Source: an optimization exercise on an open RTL-to-GDS flow (aim: small area). Production flows keep margins and buffers that such runs may drop.
Where RTL was checked, it was by simulation tests only, not by an equivalence proof against the original.
Power and IR drop assume default switching activity.

==> module rcv_sequencer, before the edit <==
module rcv_sequencer
(
    input  logic                                clk,
    input  logic                                rst,
    input  logic                                mac_valid_i,
    output logic [cnn_ctrl_pkg::BIAS_AW-1:0]    bias_addr_o,
    output logic [1:0]                          bias_lane_o,
    output logic                                conv_beat_o,
    output logic                                fc_beat_o,
    output logic                                x_odd_o,
    output logic                                y_odd_o,
    output logic                                op_fc_o,
    output logic                                op_first_o,
    output logic [cnn_dim_pkg::CLASS_W-1:0]     op_class_o,
    output logic                                fc_o,
    output logic                                wr_en_o,
    output logic [cnn_dim_pkg::POOL_AW-1:0]     wr_addr_o,
    output logic                                digit_valid_o,
    output logic                                conv_phase_o
);
    logic [5:0] cnt;
    logic       fc;
    logic       cls;
    logic       conv;
    logic       fc_last;
    logic [1:0] lane;
    logic       op_fc;
    logic [2:0] dly;
    assign cls     = op_fc & ~fc;
    assign conv    = ~fc & ~cls;
    assign fc_last = fc & cnt[3] & cnt[0];
    always_ff @(posedge clk or posedge rst)
    begin
        if (rst)
        begin
            cnt     <= '0;
            fc      <= 1'b0;
            wr_en_o <= 1'b0;
            dly     <= '0;
            lane    <= '0;
            op_fc   <= 1'b0;
        end
        else
        begin
            if (mac_valid_i & ~cls)
            begin
                cnt <= fc_last ? 6'd0 : cnt + 6'd1;
            end
            if (mac_valid_i & fc)
            begin
                lane <= fc_last ? 2'd0 : lane + 2'd1;
            end
            if (mac_valid_i & conv & (&cnt))
            begin
                fc <= 1'b1;
            end
            else if (mac_valid_i & fc_last)
            begin
                fc <= 1'b0;
            end
            op_fc   <= mac_valid_i & fc;
            wr_en_o <= mac_valid_i & conv & cnt[3] & cnt[0];
            dly     <= {~dly[0] & (dly[2] | cls), dly[2:1]};
        end
    end
    assign conv_beat_o = mac_valid_i & conv;
    assign fc_beat_o   = mac_valid_i & fc;
    assign x_odd_o     = cnt[0];
    assign y_odd_o     = cnt[3];
    assign op_fc_o     = op_fc;
    assign op_first_o  = fc & (cnt[3:0] == 4'd1);
    assign op_class_o  = cls ? 4'd9 : cnt[3:0] - 4'd1;
    assign wr_addr_o = {cnt[5] ^ ~(cnt[4] | cnt[3]), cnt[4] ^ ~cnt[3], cnt[2] ^ ~cnt[1], ~cnt[1]};
    assign digit_valid_o = dly[0] & ~dly[1];
    assign conv_phase_o  = conv;
    assign fc_o          = fc;
    assign bias_addr_o = {2'b00, fc & (cnt[3] | cnt[2]), fc & ~cnt[2]};
    assign bias_lane_o = lane;
endmodule
export LEC_CHECK = 0
export CAP_MARGIN = 20
export CORE_MARGIN = 2
export CORE_UTILIZATION = 40
export CTS_CLUSTER_DIAMETER = 100
export CTS_CLUSTER_SIZE = 30
export SLEW_MARGIN = 20
create_clock -name core_clock -period 10.0 [get_ports {clk}]
standard.sh (not shown) runs the stock make flow with config.mk's settings and CLKGATE_MAP_FILE= SYNTH_SCRIPT=/design/flow/synth_recipe.tcl, a recipe that flattens the netlist after the stock synthesis.
==> flow/flow/run.sh <==
#!/bin/bash
# Standard layout, with the port buffers made from the smallest buffer cell and no dummy clock loads
export BUFFER_PORTS_ARGS="-buffer_cell sky130_fd_sc_hd__buf_1"
export CTS_ARGS="-sink_clustering_enable -repair_clock_nets -sink_clustering_size 30 -sink_clustering_max_diameter 100 -dont_use_dummy_load"
bash standard.sh > standard.log 2>&1
==> next run, changes <==
--- a/flow/design.v
+++ b/flow/design.v
@@ -50,19 +50,19 @@
     logic       conv;
     logic       fc_last;
     logic [1:0] lane;
     logic       op_fc;
     logic [2:0] dly;
-    assign cls     = op_fc & ~fc;
     assign conv    = ~fc & ~cls;
     assign fc_last = fc & cnt[3] & cnt[0];
     always_ff @(posedge clk or posedge rst)
     begin
         if (rst)
         begin
             cnt     <= '0;
             fc      <= 1'b0;
+            cls     <= 1'b0;
             wr_en_o <= 1'b0;
             dly     <= '0;
             lane    <= '0;
             op_fc   <= 1'b0;
         end
@@ -82,10 +82,11 @@
             end
             else if (mac_valid_i & fc_last)
             begin
                 fc <= 1'b0;
             end
+            cls     <= mac_valid_i & fc_last;
             op_fc   <= mac_valid_i & fc;
             wr_en_o <= mac_valid_i & conv & cnt[3] & cnt[0];
             dly     <= {~dly[0] & (dly[2] | cls), dly[2:1]};
         end
     end
Effect:
- routed wire length falls by 7.1%
- global-route usage falls by 0.88 points
- sequential power increases by about 5%
- die area decreases by 0.85%
- synthesized area falls by 0.88%
- synthesized cell count is lower by 9.9%
- total power rose by 2.8%
- via count decreases by 6.4%
- cell area shrinks by 1.2%
- hold slack gets worse by 0.0092 ns
- utilization falls by 0.31 points
- critical path depth does not change
The RTL of the first run of this note was laid out without a check of its function.

==> re-timing with driven ports <==
Ports are ideal in the flow. The routed layouts listed here were re-timed in OpenROAD.
Step 1 assumes that a clkbuf_16 drives the clock port and a buf_2 every other input.
Step 2 times the ports against the registers' clock, not the clock port: input delays grow and output delays shrink by t, the midpoint of the rising clock arrivals with the driver on.
Three values: ideal, step 1, step 2; two values: the first two.
run | shift t [ns] | setup slack, ns | cell pins on the clock port's net
the first run | 0.525 | 0.455 / 0.476 / -0.049 | 1
the second run | 0.524 | 0.472 / 0.500 / -0.024 | 1
With both steps, setup timing fails in the first run and the second run, where it was met with ideal ports. For the first run, which loses most, drivers alone change the setup slack by +0.021 ns; drivers and shift together by -0.504 ns.
